This design comes from an exercise in tuning for small area on the open sky130 flow, not from production work.
Function was checked by simulation only, so behaviour that the tests miss may differ from the original.
Power is estimated from default activity; no workload was simulated.

Setup of v29:
Design processor, start of the top module:
module processor (
    input  logic        clock,
    input  logic        reset,
    output logic [31:0] imem_address,
    input  logic [31:0] imem_data,
    output logic [31:0] dmem_address,
    output logic [31:0] dmem_write_data,
    output logic        dmem_write_enable,
    input  logic [31:0] dmem_read_data,
    output logic        reg_write_enable,
    output logic [4:0]  reg_write_addr,
    output logic [31:0] reg_write_data,
    output logic [4:0]  reg_read_addr_a,
    output logic [4:0]  reg_read_addr_b,
    input  logic [31:0] reg_read_data_a,
    input  logic [31:0] reg_read_data_b
);
==> flow/config.mk <==
export PLATFORM = sky130hd
export DESIGN_NAME = processor
export DESIGN_NICKNAME = processor
export VERILOG_FILES = /design/flow/design.v
export SDC_FILE = /design/flow/constraint.sdc
export NUM_CORES = 4
export LEC_CHECK = 0
export CAP_MARGIN = 0
export CORE_MARGIN = 2
export CORE_UTILIZATION = 55
export SLEW_MARGIN = 0
==> flow/constraint.sdc <==
create_clock -name core_clock -period 10.0 [get_ports {clock}]
set_input_delay 2.0000 -clock core_clock [delete_from_list [all_inputs] [get_ports {clock}]]
set_output_delay 2.0000 -clock core_clock [all_outputs]
set_load 0.01 [all_outputs]
standard.sh (not shown) runs the stock make flow with config.mk's settings and CLKGATE_MAP_FILE= SYNTH_SCRIPT=/design/flow/synth_recipe.tcl, a recipe that flattens the netlist after the stock synthesis.
==> flow/flow/run.sh <==
#!/bin/bash
# Standard layout (standard synthesis included) with two changes after synthesis:
# port buffers use the smallest buffer cell, and CTS uses small clock buffers and adds
# no dummy loads. make's output goes to make_finish.log, each step's to orfs/logs/.
set -euo pipefail
export BUFFER_PORTS_ARGS="-buffer_cell sky130_fd_sc_hd__buf_1"
export CTS_ARGS="-sink_clustering_enable -repair_clock_nets -dont_use_dummy_load -buf_list {sky130_fd_sc_hd__clkbuf_2 sky130_fd_sc_hd__clkbuf_4 sky130_fd_sc_hd__clkbuf_8} -root_buf sky130_fd_sc_hd__clkbuf_8"
bash standard.sh finish > make_finish.log 2>&1
What v34 does differently from v29 at the input level:
-- flow/flow/run.sh --
<<< v29, line 7
export CTS_ARGS="-sink_clustering_enable -repair_clock_nets -dont_use_dummy_load -buf_list {sky130_fd_sc_hd__clkbuf_2 sky130_fd_sc_hd__clkbuf_4 sky130_fd_sc_hd__clkbuf_8} -root_buf sky130_fd_sc_hd__clkbuf_8"
>>> v34, line 7
export CTS_ARGS="-sink_clustering_enable -repair_clock_nets -dont_use_dummy_load -sink_clustering_size 20 -sink_clustering_max_diameter 120 -buf_list {sky130_fd_sc_hd__clkbuf_8} -root_buf sky130_fd_sc_hd__clkbuf_8"
==> results.txt <==
- Comparing v34 against v29, there is no change at all in number of buffers added on ports.
- Looking at v34 and v29, the clock network fraction of design power is a wash.
- v29 and v34 ended up with roughly the same clock distribution area overhead in the final layout.
## Diff of input files: v9 against v34
-- flow/flow/run.sh --
<<< v34, line 7
export CTS_ARGS="-sink_clustering_enable -repair_clock_nets -dont_use_dummy_load -sink_clustering_size 20 -sink_clustering_max_diameter 120 -buf_list {sky130_fd_sc_hd__clkbuf_8} -root_buf sky130_fd_sc_hd__clkbuf_8"
>>> v9, line 7
export CTS_ARGS="-sink_clustering_enable -repair_clock_nets -dont_use_dummy_load -buf_list {sky130_fd_sc_hd__clkbuf_4} -root_buf sky130_fd_sc_hd__clkbuf_8"
The final layout from v9, which completed every stage, passed the timing, design-rule and antenna checks at the end of the flow. Re buffer count from post-CTS setup fixing: no difference whatsoever between v9 and v34. As far as leakage power goes, v34 and v9 are indistinguishable; the numbers are identical. Reported for v9 and v34, non-clock buffering overhead in the final layout turned out identical to the last digit. The combined area of the multi-input logic cells of v9 and that of v34 are within noise of each other. The largest buffer count on any clock path was comparable across v9 and v34. Cell area after technology mapping of v9 is on par with v34.
Inputs modified between v9 and v12:
Settings: CORE_UTILIZATION now 50, was 55.
-- flow/flow/run.sh --
<<< v9, line 7
export CTS_ARGS="-sink_clustering_enable -repair_clock_nets -dont_use_dummy_load -buf_list {sky130_fd_sc_hd__clkbuf_4} -root_buf sky130_fd_sc_hd__clkbuf_8"
>>> v12, line 7
export CTS_ARGS="-sink_clustering_enable -repair_clock_nets -dont_use_dummy_load -buf_list {sky130_fd_sc_hd__clkbuf_2 sky130_fd_sc_hd__clkbuf_4 sky130_fd_sc_hd__clkbuf_8} -root_buf sky130_fd_sc_hd__clkbuf_8"
[summary]
- In summary, v12 completed successfully, with a layout that passed the timing, design-rule and antenna checks.
- Total iterations of the first detailed-routing run, v12 and v9: larger value in v9
- Looking at met2 track demand over resource in global routing across v12 and v9, the one that comes out lower is v12.
- Sort v12 and v9 by final cell count desc -> top: v12
- Core utilization down 5.4 points in v12 wrt v9
- Summary of the comparison: power is higher in v12, relative to v9.
- v12: worst setup slack before clock tree synthesis lower than v9
- Status: met3 track utilization from global routing parity (v9, v12)
- Final net count: v12 vs v9, no meaningful difference
- Per the comparison of v12 with v9, worst hold slack has increased, number of antenna violations at the first check in global routing ~0 delta.

==> separate check: timing with driven ports <==
The flow's constraints put no driver on any port. The routed layouts listed below were extracted and timed again, unchanged, in two steps. Step 1: set_driving_cell puts a clkbuf_16 on clock and a buf_2 on each other input, an assumption about the parent block. Step 2 times the ports against the registers' clock, not the clock port: input delays grow and output delays shrink by t, the midpoint of the rising clock arrivals with the driver on. a / b / c = no drivers / after step 1 / after step 2; a / b = the first two.
run | shift t [ns] | setup slack, ns | worst hold slack (ns) | latest minus earliest clock arrival (ns) | worst register clock-pin slew, ns
v29 | 0.387 | 0.285 / 0.297 / -0.088 | 0.536 / 0.536 / 0.536 | 0.030 / 0.030 | 0.08 / 0.08
v34 | 0.387 | 0.285 / 0.297 / -0.088 | 0.536 / 0.536 / 0.536 | 0.030 / 0.030 | 0.08 / 0.08
v9 | 0.387 | 0.285 / 0.297 / -0.088 | 0.536 / 0.536 / 0.536 | 0.030 / 0.030 | 0.08 / 0.08
v12 | 0.393 | 0.196 / 0.211 / -0.182 | 0.575 / 0.575 / 0.575 | 0.034 / 0.034 | 0.09 / 0.09
With both steps, setup timing fails in every run listed, where it was met with ideal ports. For v12, which loses most, drivers alone change the setup slack by +0.015 ns; drivers and shift together by -0.378 ns.
